This is an optimization exercise on Yosys and OpenROAD, whose aim is small area, a short achievable clock period and few clock cycles per item, not a production implementation.
Function was checked by simulation only, so behaviour that the tests miss may differ from the original.

Setup of exp/quartz:
## ekf_top
module ekf_top (
    input  logic        clk,
    input  logic        n_rst,
    input  logic        meas_req,
    input  logic [29:0] meas,
    output logic        meas_ack,
    output logic        result_req,
    output logic [47:0] result,
    input  logic        result_ack
);
Size in the first run: about 2600 cells after synthesis, ~24000 um^2 of cells after synthesis.
Settings: LEC_CHECK=0, CAP_MARGIN=20, CORE_MARGIN=2, CORE_UTILIZATION=50, SLEW_MARGIN=20, SYNTH_HIERARCHICAL=1, SYNTH_MINIMUM_KEEP_SIZE=0; clock period 22.0 ns.
standard.sh (not shown) runs the stock make flow with config.mk's settings and CLKGATE_MAP_FILE= SYNTH_SCRIPT=/design/flow/synth_recipe.tcl, a recipe that flattens the netlist after the stock synthesis.
==> flow/flow/run.sh <==
#!/bin/bash
# the standard flow, with timing repair aiming 16.5 ns below the clock period
bash standard.sh SETUP_SLACK_MARGIN=16.5 finish > standard.log 2>&1
Testbench counts of exp/quartz, summed over its fixed seeds: cycles 6,160, items 2,048.
Here is what was changed in the inputs of exp/harbor compared with exp/quartz.
--- a/flow/design.v
+++ b/flow/design.v
@@ -3,46 +3,52 @@
     input  logic        clk,
     input  logic        n_rst,
     input  logic        meas_req,
     input  logic [29:0] meas,
     output logic        meas_ack,
     output logic        result_req,
     output logic [47:0] result,
     input  logic        result_ack
 );
-    logic        s1, s2, s3;      
+    logic        s1;              
+    logic        s1w;             
+    logic        s2, s3;
     logic        out_idle;        
+    logic        go1;             
+    logic        leave1;          
     logic        wr;              
-    logic        adv2;            
     logic        accept;          
     logic        take;
     logic [29:0] cap;
     logic signed [23:0] soc, vrc;
+    assign go1    = !result_req || result_ack;
+    assign leave1 = (s1 || s1w) && go1;
     assign wr     = s3 && out_idle;
-    assign adv2   = s2 && !result_req;
-    assign accept = !(s1 || s2 || s3) || wr;
+    assign accept = !(s1 || s1w || s2 || s3) || wr;
     assign take   = meas_req && !meas_ack && accept;
     always_ff @(posedge clk or negedge n_rst) begin
         if (!n_rst) begin
             meas_ack   <= 1'b0;
             s1         <= 1'b0;
+            s1w        <= 1'b0;
             s2         <= 1'b0;
             s3         <= 1'b0;
             result_req <= 1'b0;
             out_idle   <= 1'b1;
         end else begin
             if (take)
                 meas_ack <= 1'b1;
             else if (!meas_req)
                 meas_ack <= 1'b0;
-            s1 <= take;
-            s2 <= s1 || (s2 && result_req);
-            s3 <= adv2 || (s3 && !out_idle);
+            s1  <= take;
+            s1w <= (s1 || s1w) && !go1;
+            s2  <= leave1;
+            s3  <= s2 || (s3 && !out_idle);
             if (wr) begin
                 result_req <= 1'b1;
                 out_idle   <= 1'b0;
             end else if (result_req && result_ack) begin
                 result_req <= 1'b0;
             end else if (!out_idle && !result_req && !result_ack) begin
                 out_idle <= 1'b1;
             end
         end
@@ -270,39 +276,36 @@
     logic               blo_n, bhi_n;
     assign soc_p_n = s_src + c1;
     assign p_int   = soc_p_n[23:16];
     assign blo_n   = p_int < 8'sd20;
     assign bhi_n   = p_int > 8'sd95;
     logic signed [23:0] soc_n, vrc_n;
     logic               tsel_n;
     logic [5:0]         cf_d, cf;
     logic signed [23:0] xx;
+    assign xx     = vrc;
     assign tsel_n = wr ? (soc_n[23] || !(soc_n[22] || soc_n[21]))
                        : (soc[23] || !(soc[22] || soc[21]));
     assign cf_d[0] = accept && !meas[29] && tsel_n;
     assign cf_d[1] = accept && !meas[29] && !tsel_n;
     assign cf_d[2] = accept && meas[29];
     assign cf_d[3] = !accept && blo_n;
     assign cf_d[4] = !accept && !blo_n && !bhi_n;
     assign cf_d[5] = !accept && bhi_n;
     always_ff @(posedge clk) begin
         cf <= cf_d;
-        if (accept)
-            xx <= wr ? vrc_n : vrc;
-        else
-            xx <= soc_p_n;
     end
     logic [23:0] vrow;
     logic [20:0] qrow;
     logic signed [23:0] vrc_pr, e;
     logic [24-1:0] rp, rn;        
     logic [23:0]       xn;
-    assign xn = ~xx;
+    assign xn   = ~xx;
     assign vrow = s1 ? 24'd0 : c_v;
     assign qrow = s1 ? 21'd0 : vrc_pr[23:3];
     always_ff @(posedge clk) begin
         rn[1] <= cf_d[0] | cf_d[1];
         rp[3] <= cf_d[0] | cf_d[5];
         rn[4] <= cf_d[3];
         rn[5] <= cf_d[0] | cf_d[4];
         rp[6] <= cf_d[5];
         rn[6] <= cf_d[0] | cf_d[3];
@@ -2073,40 +2076,44 @@
     ekf_ha u_ts811 (tc804, ts809, ts811, tc812);
     logic [22-1:0]  la, lb;
     logic [22:0]    lsum;
     logic [25-1:0] ms, mc, rsum;
     logic            mcin;
     assign la   = {tc244, tc220, tc198, tc178, ts175, tc140, tc124, tc108, tc92, tc78, tc64, ts61, tc40, ts37, ts27, ts17, ts9, ts3, pb2, pb1, pb0, pb430};
     assign lb   = {ts267, ts243, ts219, ts197, ts177, ts157, ts139, ts123, ts107, ts91, ts77, ts63, ts51, ts39, ts29, ts19, ts11, ts5, ts1, 1'b0, pb431, 1'b0};
     assign lsum = la + lb;
     always_ff @(posedge clk) begin
-        if (s1 || adv2) begin
+        if (s1 || s2) begin
             ms   <= {tc806, tc798, tc788, tc776, tc762, tc748, tc732, tc714, tc696, tc678, tc658, tc638, tc616, tc594, tc570, tc546, tc520, tc492, tc462, tc430, tc396, tc362, ts359, tc296, tc268};
             mc   <= {ts811, ts805, ts797, ts787, ts775, ts761, ts747, ts731, ts713, ts695, ts677, ts657, ts637, ts615, ts593, ts569, ts545, ts519, ts491, ts461, ts429, ts395, ts361, ts327, ts295};
             mcin <= lsum[22];
         end
     end
     assign rsum   = ms + mc + mcin;
     assign vrc_pr = rsum[46-22:23-22];
     assign e      = rsum[45-22:22-22];
     always_ff @(posedge clk or negedge n_rst) begin
         if (!n_rst) begin
             soc <= 24'sh640000;
             vrc <= 24'sh000000;
-        end else if (wr) begin
-            soc <= soc_n;
-            vrc <= vrc_n;
-        end else if (adv2) begin
-            vrc <= vrc_pr;
+        end else begin
+            if (wr)
+                soc <= soc_n;
+            else if (s2)
+                soc <= vrc_pr;
+            if (wr)
+                vrc <= vrc_n;
+            else if (leave1)
+                vrc <= soc_p_n;
         end
     end
-    assign soc_n = xx + (e >>> 3);
-    assign vrc_n = vrc + (e >>> 1);
+    assign soc_n = vrc + (e >>> 3);
+    assign vrc_n = soc + (e >>> 1);
     assign result = {soc, vrc};
 endmodule
 module ekf_fa (
     input  logic a,
     input  logic b,
     input  logic c,
     output logic s,
     output logic co
 );
Results
- Taking exp/quartz as the reference, in exp/harbor setup clock skew after layout now sits at about the same level, count of clock-buffer cells in the layout now sits lower, mean post-synth cell area now sits lower, synthesized cell count now sits at about the same level.
- Max starting density of the core across exp/harbor and exp/quartz: exp/quartz
- exp/harbor can be clocked slower than exp/quartz.
- Multi-input combinational cell area of exp/harbor exceeds that of exp/quartz slightly.
- Cmp exp/harbor and exp/quartz / via count of the first global-routing pass / higher: exp/quartz
- Per the comparison of exp/harbor with exp/quartz, final critical-path share of the clock period now sits at about the same level; count of routing violations after the opening detailed-route iteration now sits higher; combined flip-flop and latch cell area now sits lower.
Testbench counts of exp/harbor, summed over its fixed seeds: cycles 6,160, items 2,048.

==> what the ideal ports hide <==
In the flow no input, the clock included, has a driving cell. The finished layouts below were timed again as built, in two steps. Step 1: set_driving_cell puts a clkbuf_16 on clk and a buf_2 on each other input, an assumption about the parent block. Step 2 also shifts input and output timing later by t, the mid clock arrival at the registers, as if the neighbouring blocks saw the same clock. Three values: ideal, step 1, step 2; two values: the first two.
run	shift t [ns]	setup WS [ns]	worst register clock-pin slew, ns	pins driven straight from the clock port
exp/quartz	0.542	16.448 / 16.388 / 16.227	0.08 / 0.09	1
exp/harbor	0.507	16.425 / 16.372 / 16.224	0.07 / 0.07	1
After both steps every run listed still meets setup and hold. For exp/quartz, which loses most, drivers alone change the setup slack by -0.060 ns; drivers and shift together by -0.221 ns.
